This design comes from an exercise in tuning for small area, a short achievable clock period and few clock cycles on the open sky130 flow, not from production work.
Where RTL was checked, it was by simulation tests only, not by an equivalence proof against the original.
No activity file was given, so power comes from the tool's default toggle rates.

==> v39: inputs <==
==> flow/design.v (excerpt) <==
module cpu_top #(
    parameter rv_pkg::word_t RESET_PC = 32'h0000_0000
) (
    input  logic          clk,
    input  logic          rst_n,
    output rv_pkg::word_t imem_addr,
    input  rv_pkg::word_t imem_data,
    output rv_pkg::word_t dmem_addr,
    output rv_pkg::word_t dmem_wdata,
    input  rv_pkg::word_t dmem_rdata,
    output logic          dmem_we,
    output logic          dmem_re
);
make LEC_CHECK=0 CAP_MARGIN=20 CORE_MARGIN=2 CORE_UTILIZATION=40 SLEW_MARGIN=20 finish   # period 7.0 ns
run.sh (not shown) runs the stock make flow with config.mk's settings and CLKGATE_MAP_FILE= SYNTH_SCRIPT=/design/flow/synth_recipe.tcl, a recipe that flattens the netlist after the stock synthesis.
==> v20: changes against v39 <==
--- a/flow/design.v
+++ b/flow/design.v
@@ -11,30 +11,32 @@
 `timescale 1ns/1ns
 `timescale 1ns/1ns
 `timescale 1ns/1ns
 module register_file (
     input  logic              clk,
     input  logic              rst_n,
-    input  rv_pkg::reg_addr_t rs1_addr,
-    input  rv_pkg::reg_addr_t rs2_addr,
+    input  logic [3:0]        rs1_lo,
+    input  logic [7:0]        rs1_hi,
+    input  logic [3:0]        rs2_lo,
+    input  logic [7:0]        rs2_hi,
     output rv_pkg::word_t     rs1_data,
     output rv_pkg::word_t     rs2_data,
-    input  rv_pkg::reg_addr_t rd_addr,
-    input  rv_pkg::word_t     rd_data,
-    input  logic              rd_we
+    input  logic [3:0]        rd_lo,
+    input  logic [7:0]        rd_hi,
+    input  rv_pkg::word_t     rd_data
 );
     rv_pkg::word_t regs [1:31];
     logic [31:1]   valid;
     logic [31:1]   we;
     logic [31:1]   sel1;
     logic [31:1]   sel2;
     always_comb begin
         for (int i = 1; i < 32; i++) begin
-            we[i]   = rd_we && (rd_addr == 5'(i));
-            sel1[i] = valid[i] && (rs1_addr == 5'(i));
-            sel2[i] = valid[i] && (rs2_addr == 5'(i));
+            we[i]   = rd_lo[i % 4] && rd_hi[i / 4];
+            sel1[i] = valid[i] && rs1_lo[i % 4] && rs1_hi[i / 4];
+            sel2[i] = valid[i] && rs2_lo[i % 4] && rs2_hi[i / 4];
         end
     end
     always_ff @(posedge clk or negedge rst_n) begin
         if (!rst_n) begin
             valid <= '0;
         end else begin
@@ -81,14 +83,26 @@
             instr[0] <= 1'b0;   
         end else if (!stall) begin
             pc       <= pc + 30'd1;
             instr[0] <= imem_data[0];
         end
     end
-    always_ff @(posedge clk) begin
-        if (!stall) instr[31:1] <= imem_data[31:1];
+    logic [3:0] rs1_lo, rs2_lo;
+    logic [7:0] rs1_hi, rs2_hi;
+    always_ff @(posedge clk) begin
+        if (!stall) begin
+            instr[31:1] <= imem_data[31:1];
+            for (int k = 0; k < 4; k++) begin
+                rs1_lo[k] <= (imem_data[16:15] == 2'(k));
+                rs2_lo[k] <= (imem_data[21:20] == 2'(k));
+            end
+            for (int m = 0; m < 8; m++) begin
+                rs1_hi[m] <= (imem_data[19:17] == 3'(m));
+                rs2_hi[m] <= (imem_data[24:22] == 3'(m));
+            end
+        end
     end
     logic [6:0]        opc;
     logic [2:0]        f3;
     logic              is_op, is_imm, is_ld, is_st;
     rv_pkg::reg_addr_t rs1, rs2, rd;
     rv_pkg::word_t     imm;
@@ -106,22 +120,26 @@
                           : {{20{instr[31]}}, instr[31:20]};
     rv_pkg::reg_addr_t rd_ex;
     logic              wen_ex, ld_ex, st_ex;
     rv_pkg::reg_addr_t rd_mw;
     logic              wen_mw, ld_mw, st_mw;
     rv_pkg::word_t     res_mw, wd_mw;
+    logic [3:0] rd_lo_mw;
+    logic [7:0] rd_hi_mw;
     register_file u_regs (
         .clk      (clk),
         .rst_n    (rst_n),
-        .rs1_addr (rs1),
-        .rs2_addr (rs2),
+        .rs1_lo   (rs1_lo),
+        .rs1_hi   (rs1_hi),
+        .rs2_lo   (rs2_lo),
+        .rs2_hi   (rs2_hi),
         .rs1_data (rf1),
         .rs2_data (rf2),
-        .rd_addr  (rd_mw),
-        .rd_data  (wd_mw),
-        .rd_we    (wen_mw)
+        .rd_lo    (rd_lo_mw),
+        .rd_hi    (rd_hi_mw),
+        .rd_data  (wd_mw)
     );
     assign rv1 = (wen_mw && rd_mw == rs1) ? wd_mw : rf1;
     assign rv2 = (wen_mw && rd_mw == rs2) ? wd_mw : rf2;
     logic dec_wen;
     logic hit1, hit2;
     assign dec_wen = (is_op || is_imm || is_ld) && (rd != 5'd0);
@@ -156,13 +174,13 @@
             endcase
         end else begin
             d_add = 1'b1;
         end
     end
     rv_pkg::word_t a_ex, b_ex, sd_ex;
-    logic          fa_ex, fb_ex, fs_ex;
+    logic          fs_ex;
     logic          sub_ex, add_ex, slt_ex, sltu_ex, xor_ex, or_ex, and_ex, sll_ex, sr_ex, sra_ex;
     always_ff @(posedge clk or negedge rst_n) begin
         if (!rst_n) begin
             rd_ex  <= '0;
             wen_ex <= 1'b0;
             ld_ex  <= 1'b0;
@@ -175,34 +193,35 @@
             rd_ex  <= rd;
             wen_ex <= dec_wen;
             ld_ex  <= is_ld;
             st_ex  <= is_st;
         end
     end
-    always_ff @(posedge clk) begin
-        a_ex    <= rv1;
-        b_ex    <= is_op ? rv2 : imm;
-        sd_ex   <= rv2;
-        fa_ex   <= hit1;
-        fb_ex   <= hit2 && is_op;
-        fs_ex   <= hit2;
+    rv_pkg::word_t res;
+    rv_pkg::word_t b_id;
+    assign b_id = is_op ? rv2 : imm;
+    always_ff @(posedge clk) begin
+        a_ex    <= hit1 ? res : rv1;
+        b_ex    <= (hit2 && is_op) ? res : b_id;
+        sd_ex   <= hit2 ? res : rv2;
+        fs_ex   <= hit2 && ld_ex;
         sub_ex  <= d_sub;
         add_ex  <= d_add;
         slt_ex  <= d_slt;
         sltu_ex <= d_sltu;
         xor_ex  <= d_xor;
         or_ex   <= d_or;
         and_ex  <= d_and;
         sll_ex  <= d_sll;
         sr_ex   <= d_sr;
         sra_ex  <= d_sra;
     end
-    rv_pkg::word_t opa, opb, opb_x, sum, res, shl_in, shr, shl_out;
+    rv_pkg::word_t opa, opb, opb_x, sum, shl_in, shr, shl_out;
     logic          cout, lt, ltu;
-    assign opa   = fa_ex ? res_mw : a_ex;
-    assign opb   = fb_ex ? res_mw : b_ex;
+    assign opa   = a_ex;
+    assign opb   = b_ex;
     assign opb_x = opb ^ {32{sub_ex}};
     assign {cout, sum} = {1'b0, opa} + {1'b0, opb_x} + {32'd0, sub_ex};
     assign ltu   = !cout;
     assign lt    = (opa[31] != opb[31]) ? opa[31] : sum[31];
     always_comb begin
         for (int i = 0; i < 32; i++) shl_in[i] = opa[31 - i];
@@ -220,24 +239,27 @@
                | {31'd0, (slt_ex && lt) || (sltu_ex && ltu)};
     rv_pkg::word_t wdata_mw;
     always_ff @(posedge clk or negedge rst_n) begin
         if (!rst_n) begin
             rd_mw  <= '0;
             wen_mw <= 1'b0;
+            rd_lo_mw <= '0;
             ld_mw  <= 1'b0;
             st_mw  <= 1'b0;
         end else begin
             rd_mw  <= rd_ex;
             wen_mw <= wen_ex;
+            for (int k = 0; k < 4; k++) rd_lo_mw[k] <= wen_ex && (rd_ex[1:0] == 2'(k));
             ld_mw  <= ld_ex;
             st_mw  <= st_ex;
         end
     end
     always_ff @(posedge clk) begin
         res_mw   <= res;
-        wdata_mw <= fs_ex ? wd_mw : sd_ex;
+        for (int m = 0; m < 8; m++) rd_hi_mw[m] <= (rd_ex[4:2] == 3'(m));
+        wdata_mw <= fs_ex ? dmem_rdata : sd_ex;
     end
     assign wd_mw      = ld_mw ? dmem_rdata : res_mw;
     assign dmem_addr  = res_mw;
     assign dmem_wdata = wdata_mw;
     assign dmem_re    = ld_mw;
     assign dmem_we    = st_mw;
==> flow/flow/run.sh (new file) <==
#!/bin/bash
# Standard layout with one change: the port buffers that buffer_ports adds
# are sky130_fd_sc_hd__buf_2 rather than the cell it picks by default.
# Synthesis is the standard one, unchanged. Each step's full output goes to
# a log file of its own in this folder.
set -euo pipefail
bash standard.sh synth > synth.log 2>&1
bash standard.sh 'BUFFER_PORTS_ARGS=-buffer_cell sky130_fd_sc_hd__buf_2' finish > layout.log 2>&1
==> flow/standard.sh (new file) <==
#!/bin/bash
# synth_recipe.tcl (not shown) runs the flow's synth.tcl, then flattens the netlist and writes it again
# the make line also repeats each setting of config.mk as NAME=value (left out here)
make -C /OpenROAD-flow-scripts/flow DESIGN_CONFIG=/design/flow/config.mk WORK_HOME=/design/flow/orfs CLKGATE_MAP_FILE= SYNTH_SCRIPT=/design/flow/synth_recipe.tcl "${@:-finish}"
CORE_UTILIZATION = 55   (was 40)
CTS_CLUSTER_DIAMETER = 80   (was unset)
CTS_CLUSTER_SIZE = 24   (was unset)
SETUP_SLACK_MARGIN = 4.8   (was unset)
TNS_END_PERCENT = 8   (was unset)
removed: flow/run.sh
==> v6: changes against v39 <==
--- a/flow/design.v
+++ b/flow/design.v
@@ -156,13 +156,13 @@
             endcase
         end else begin
             d_add = 1'b1;
         end
     end
     rv_pkg::word_t a_ex, b_ex, sd_ex;
-    logic          fa_ex, fb_ex, fs_ex;
+    logic          fs_ex;
     logic          sub_ex, add_ex, slt_ex, sltu_ex, xor_ex, or_ex, and_ex, sll_ex, sr_ex, sra_ex;
     always_ff @(posedge clk or negedge rst_n) begin
         if (!rst_n) begin
             rd_ex  <= '0;
             wen_ex <= 1'b0;
             ld_ex  <= 1'b0;
@@ -175,34 +175,35 @@
             rd_ex  <= rd;
             wen_ex <= dec_wen;
             ld_ex  <= is_ld;
             st_ex  <= is_st;
         end
     end
-    always_ff @(posedge clk) begin
-        a_ex    <= rv1;
-        b_ex    <= is_op ? rv2 : imm;
-        sd_ex   <= rv2;
-        fa_ex   <= hit1;
-        fb_ex   <= hit2 && is_op;
-        fs_ex   <= hit2;
+    rv_pkg::word_t res;
+    rv_pkg::word_t b_id;
+    assign b_id = is_op ? rv2 : imm;
+    always_ff @(posedge clk) begin
+        a_ex    <= hit1 ? res : rv1;
+        b_ex    <= (hit2 && is_op) ? res : b_id;
+        sd_ex   <= hit2 ? res : rv2;
+        fs_ex   <= hit2 && ld_ex;
         sub_ex  <= d_sub;
         add_ex  <= d_add;
         slt_ex  <= d_slt;
         sltu_ex <= d_sltu;
         xor_ex  <= d_xor;
         or_ex   <= d_or;
         and_ex  <= d_and;
         sll_ex  <= d_sll;
         sr_ex   <= d_sr;
         sra_ex  <= d_sra;
     end
-    rv_pkg::word_t opa, opb, opb_x, sum, res, shl_in, shr, shl_out;
+    rv_pkg::word_t opa, opb, opb_x, sum, shl_in, shr, shl_out;
     logic          cout, lt, ltu;
-    assign opa   = fa_ex ? res_mw : a_ex;
-    assign opb   = fb_ex ? res_mw : b_ex;
+    assign opa   = a_ex;
+    assign opb   = b_ex;
     assign opb_x = opb ^ {32{sub_ex}};
     assign {cout, sum} = {1'b0, opa} + {1'b0, opb_x} + {32'd0, sub_ex};
     assign ltu   = !cout;
     assign lt    = (opa[31] != opb[31]) ? opa[31] : sum[31];
     always_comb begin
         for (int i = 0; i < 32; i++) shl_in[i] = opa[31 - i];
@@ -231,13 +232,13 @@
             ld_mw  <= ld_ex;
             st_mw  <= st_ex;
         end
     end
     always_ff @(posedge clk) begin
         res_mw   <= res;
-        wdata_mw <= fs_ex ? wd_mw : sd_ex;
+        wdata_mw <= fs_ex ? dmem_rdata : sd_ex;
     end
     assign wd_mw      = ld_mw ? dmem_rdata : res_mw;
     assign dmem_addr  = res_mw;
     assign dmem_wdata = wdata_mw;
     assign dmem_re    = ld_mw;
     assign dmem_we    = st_mw;
CORE_UTILIZATION = 55   (was 40)
SETUP_SLACK_MARGIN = 4.4   (was unset)
TNS_END_PERCENT = 5   (was unset)
==> v35: changes against v39 <==
--- a/flow/design.v
+++ b/flow/design.v
@@ -11,30 +11,32 @@
 `timescale 1ns/1ns
 `timescale 1ns/1ns
 `timescale 1ns/1ns
 module register_file (
     input  logic              clk,
     input  logic              rst_n,
-    input  rv_pkg::reg_addr_t rs1_addr,
-    input  rv_pkg::reg_addr_t rs2_addr,
+    input  logic [3:0]        rs1_lo,
+    input  logic [7:0]        rs1_hi,
+    input  logic [3:0]        rs2_lo,
+    input  logic [7:0]        rs2_hi,
     output rv_pkg::word_t     rs1_data,
     output rv_pkg::word_t     rs2_data,
-    input  rv_pkg::reg_addr_t rd_addr,
-    input  rv_pkg::word_t     rd_data,
-    input  logic              rd_we
+    input  logic [3:0]        rd_lo,
+    input  logic [7:0]        rd_hi,
+    input  rv_pkg::word_t     rd_data
 );
     rv_pkg::word_t regs [1:31];
     logic [31:1]   valid;
     logic [31:1]   we;
     logic [31:1]   sel1;
     logic [31:1]   sel2;
     always_comb begin
         for (int i = 1; i < 32; i++) begin
-            we[i]   = rd_we && (rd_addr == 5'(i));
-            sel1[i] = valid[i] && (rs1_addr == 5'(i));
-            sel2[i] = valid[i] && (rs2_addr == 5'(i));
+            we[i]   = rd_lo[i % 4] && rd_hi[i / 4];
+            sel1[i] = valid[i] && rs1_lo[i % 4] && rs1_hi[i / 4];
+            sel2[i] = valid[i] && rs2_lo[i % 4] && rs2_hi[i / 4];
         end
     end
     always_ff @(posedge clk or negedge rst_n) begin
         if (!rst_n) begin
             valid <= '0;
         end else begin
@@ -81,14 +83,26 @@
             instr[0] <= 1'b0;   
         end else if (!stall) begin
             pc       <= pc + 30'd1;
             instr[0] <= imem_data[0];
         end
     end
-    always_ff @(posedge clk) begin
-        if (!stall) instr[31:1] <= imem_data[31:1];
+    logic [3:0] rs1_lo, rs2_lo;
+    logic [7:0] rs1_hi, rs2_hi;
+    always_ff @(posedge clk) begin
+        if (!stall) begin
+            instr[31:1] <= imem_data[31:1];
+            for (int k = 0; k < 4; k++) begin
+                rs1_lo[k] <= (imem_data[16:15] == 2'(k));
+                rs2_lo[k] <= (imem_data[21:20] == 2'(k));
+            end
+            for (int m = 0; m < 8; m++) begin
+                rs1_hi[m] <= (imem_data[19:17] == 3'(m));
+                rs2_hi[m] <= (imem_data[24:22] == 3'(m));
+            end
+        end
     end
     logic [6:0]        opc;
     logic [2:0]        f3;
     logic              is_op, is_imm, is_ld, is_st;
     rv_pkg::reg_addr_t rs1, rs2, rd;
     rv_pkg::word_t     imm;
@@ -106,22 +120,26 @@
                           : {{20{instr[31]}}, instr[31:20]};
     rv_pkg::reg_addr_t rd_ex;
     logic              wen_ex, ld_ex, st_ex;
     rv_pkg::reg_addr_t rd_mw;
     logic              wen_mw, ld_mw, st_mw;
     rv_pkg::word_t     res_mw, wd_mw;
+    logic [3:0] rd_lo_mw;
+    logic [7:0] rd_hi_mw;
     register_file u_regs (
         .clk      (clk),
         .rst_n    (rst_n),
-        .rs1_addr (rs1),
-        .rs2_addr (rs2),
+        .rs1_lo   (rs1_lo),
+        .rs1_hi   (rs1_hi),
+        .rs2_lo   (rs2_lo),
+        .rs2_hi   (rs2_hi),
         .rs1_data (rf1),
         .rs2_data (rf2),
-        .rd_addr  (rd_mw),
-        .rd_data  (wd_mw),
-        .rd_we    (wen_mw)
+        .rd_lo    (rd_lo_mw),
+        .rd_hi    (rd_hi_mw),
+        .rd_data  (wd_mw)
     );
     assign rv1 = (wen_mw && rd_mw == rs1) ? wd_mw : rf1;
     assign rv2 = (wen_mw && rd_mw == rs2) ? wd_mw : rf2;
     logic dec_wen;
     logic hit1, hit2;
     assign dec_wen = (is_op || is_imm || is_ld) && (rd != 5'd0);
@@ -156,13 +174,13 @@
             endcase
         end else begin
             d_add = 1'b1;
         end
     end
     rv_pkg::word_t a_ex, b_ex, sd_ex;
-    logic          fa_ex, fb_ex, fs_ex;
+    logic          fs_ex;
     logic          sub_ex, add_ex, slt_ex, sltu_ex, xor_ex, or_ex, and_ex, sll_ex, sr_ex, sra_ex;
     always_ff @(posedge clk or negedge rst_n) begin
         if (!rst_n) begin
             rd_ex  <= '0;
             wen_ex <= 1'b0;
             ld_ex  <= 1'b0;
@@ -175,34 +193,35 @@
             rd_ex  <= rd;
             wen_ex <= dec_wen;
             ld_ex  <= is_ld;
             st_ex  <= is_st;
         end
     end
-    always_ff @(posedge clk) begin
-        a_ex    <= rv1;
-        b_ex    <= is_op ? rv2 : imm;
-        sd_ex   <= rv2;
-        fa_ex   <= hit1;
-        fb_ex   <= hit2 && is_op;
-        fs_ex   <= hit2;
+    rv_pkg::word_t res;
+    rv_pkg::word_t b_id;
+    assign b_id = is_op ? rv2 : imm;
+    always_ff @(posedge clk) begin
+        a_ex    <= hit1 ? res : rv1;
+        b_ex    <= (hit2 && is_op) ? res : b_id;
+        sd_ex   <= hit2 ? res : rv2;
+        fs_ex   <= hit2 && ld_ex;
         sub_ex  <= d_sub;
         add_ex  <= d_add;
         slt_ex  <= d_slt;
         sltu_ex <= d_sltu;
         xor_ex  <= d_xor;
         or_ex   <= d_or;
         and_ex  <= d_and;
         sll_ex  <= d_sll;
         sr_ex   <= d_sr;
         sra_ex  <= d_sra;
     end
-    rv_pkg::word_t opa, opb, opb_x, sum, res, shl_in, shr, shl_out;
+    rv_pkg::word_t opa, opb, opb_x, sum, shl_in, shr, shl_out;
     logic          cout, lt, ltu;
-    assign opa   = fa_ex ? res_mw : a_ex;
-    assign opb   = fb_ex ? res_mw : b_ex;
+    assign opa   = a_ex;
+    assign opb   = b_ex;
     assign opb_x = opb ^ {32{sub_ex}};
     assign {cout, sum} = {1'b0, opa} + {1'b0, opb_x} + {32'd0, sub_ex};
     assign ltu   = !cout;
     assign lt    = (opa[31] != opb[31]) ? opa[31] : sum[31];
     always_comb begin
         for (int i = 0; i < 32; i++) shl_in[i] = opa[31 - i];
@@ -220,24 +239,27 @@
                | {31'd0, (slt_ex && lt) || (sltu_ex && ltu)};
     rv_pkg::word_t wdata_mw;
     always_ff @(posedge clk or negedge rst_n) begin
         if (!rst_n) begin
             rd_mw  <= '0;
             wen_mw <= 1'b0;
+            rd_lo_mw <= '0;
             ld_mw  <= 1'b0;
             st_mw  <= 1'b0;
         end else begin
             rd_mw  <= rd_ex;
             wen_mw <= wen_ex;
+            for (int k = 0; k < 4; k++) rd_lo_mw[k] <= wen_ex && (rd_ex[1:0] == 2'(k));
             ld_mw  <= ld_ex;
             st_mw  <= st_ex;
         end
     end
     always_ff @(posedge clk) begin
         res_mw   <= res;
-        wdata_mw <= fs_ex ? wd_mw : sd_ex;
+        for (int m = 0; m < 8; m++) rd_hi_mw[m] <= (rd_ex[4:2] == 3'(m));
+        wdata_mw <= fs_ex ? dmem_rdata : sd_ex;
     end
     assign wd_mw      = ld_mw ? dmem_rdata : res_mw;
     assign dmem_addr  = res_mw;
     assign dmem_wdata = wdata_mw;
     assign dmem_re    = ld_mw;
     assign dmem_we    = st_mw;
==> flow/flow/run.sh (new file) <==
#!/bin/bash
# Standard layout with one change: the port buffers that buffer_ports adds
# are sky130_fd_sc_hd__buf_2 rather than the cell it picks by default.
# Synthesis is the standard one, unchanged. Each step's full output goes to
# a log file of its own in this folder.
set -euo pipefail
bash standard.sh synth > synth.log 2>&1
bash standard.sh 'BUFFER_PORTS_ARGS=-buffer_cell sky130_fd_sc_hd__buf_2' finish > layout.log 2>&1
==> flow/standard.sh (new file) <==
#!/bin/bash
# synth_recipe.tcl (not shown) runs the flow's synth.tcl, then flattens the netlist and writes it again
# the make line also repeats each setting of config.mk as NAME=value (left out here)
make -C /OpenROAD-flow-scripts/flow DESIGN_CONFIG=/design/flow/config.mk WORK_HOME=/design/flow/orfs CLKGATE_MAP_FILE= SYNTH_SCRIPT=/design/flow/synth_recipe.tcl "${@:-finish}"
CORE_UTILIZATION = 55   (was 40)
CTS_CLUSTER_DIAMETER = 80   (was unset)
CTS_CLUSTER_SIZE = 24   (was unset)
SETUP_SLACK_MARGIN = 4.6   (was unset)
TNS_END_PERCENT = 8   (was unset)
removed: flow/run.sh
==> comparison table <==
item	v20	v39	v6	v35
Run status	finished clean	finished clean	finished clean	finished clean
Relative area change from synthesis to final layout	14.5%	14.9%	22.3%	11.4%
Global Route met2 Usage	0.689	0.525	0.724	0.683
Internal power contribution	0.0108 W	0.0126 W	0.0127 W	0.0107 W
Number of antenna violations at the first check in global routing	13	18	9	10
Comb group	0.000828 W	0.000696 W	0.000911 W	0.000768 W
Number of different library cells in the post-synthesis netlist	80	82	85	80
Wire length of the first global-routing pass	374000 um	362000 um	390000 um	376000 um
Final cycle utilization of the critical path	0.472	0.702	0.475	0.480
Fraction of area in non-clock buffers	0.0616	0.0402	0.0781	0.0423
Fraction of power spent switching nets	0.234	0.228	0.234	0.232
Number of logic inverters in the finished layout	117	81	111	118
Post-Place Setup Slack	2.72 ns	2.16 ns	2.71 ns	2.81 ns
Testbench counts of v20, summed over its fixed seeds: cycles 5,289.
Testbench counts of v6, summed over its fixed seeds: cycles 5,289.
Testbench counts of v35, summed over its fixed seeds: cycles 5,289.
For v39, only the layout was checked, not whether the RTL still works.

afterwards: timing with drivers on the ports:
Ports are ideal in the flow. The routed layouts listed here were re-timed in OpenROAD.
Step 1 (the two cells are an assumption about what drives the block):
set clk [get_ports {clk}]
set_driving_cell -lib_cell sky130_fd_sc_hd__clkbuf_16 $clk
set_driving_cell -lib_cell sky130_fd_sc_hd__buf_2 [delete_from_list [all_inputs] $clk]
Step 2 adds t to the input delays and takes it off the output delays; t is the mean of the earliest and latest rising clock arrival at the registers after step 1. Input paths then give back, and output paths get back, about the clock's delay inside the block.
a / b / c = no drivers / after step 1 / after step 2; a / b = the first two.
run | t (ns) | setup slack, ns | hold slack, ns | clock arrival spread, ns | pins driven straight from the clock port
v39 | 0.877 | 2.087 / 2.087 / 2.087 | 0.349 / 0.349 / 0.349 | 0.023 / 0.024 | 1
v20 | 0.769 | 3.698 / 3.698 / 3.698 | 0.371 / 0.371 / 0.371 | 0.056 / 0.056 | 1
v6 | 0.859 | 3.675 / 3.675 / 3.132 | 0.360 / 0.360 / 0.360 | 0.043 / 0.043 | 1
v35 | 0.780 | 3.639 / 3.639 / 3.639 | 0.358 / 0.358 / 0.358 | 0.043 / 0.043 | 1
After both steps every run listed still meets setup and hold. The setup slack of v6, which loses most, moves by 0.000 ns with the drivers and by -0.543 ns with both steps.
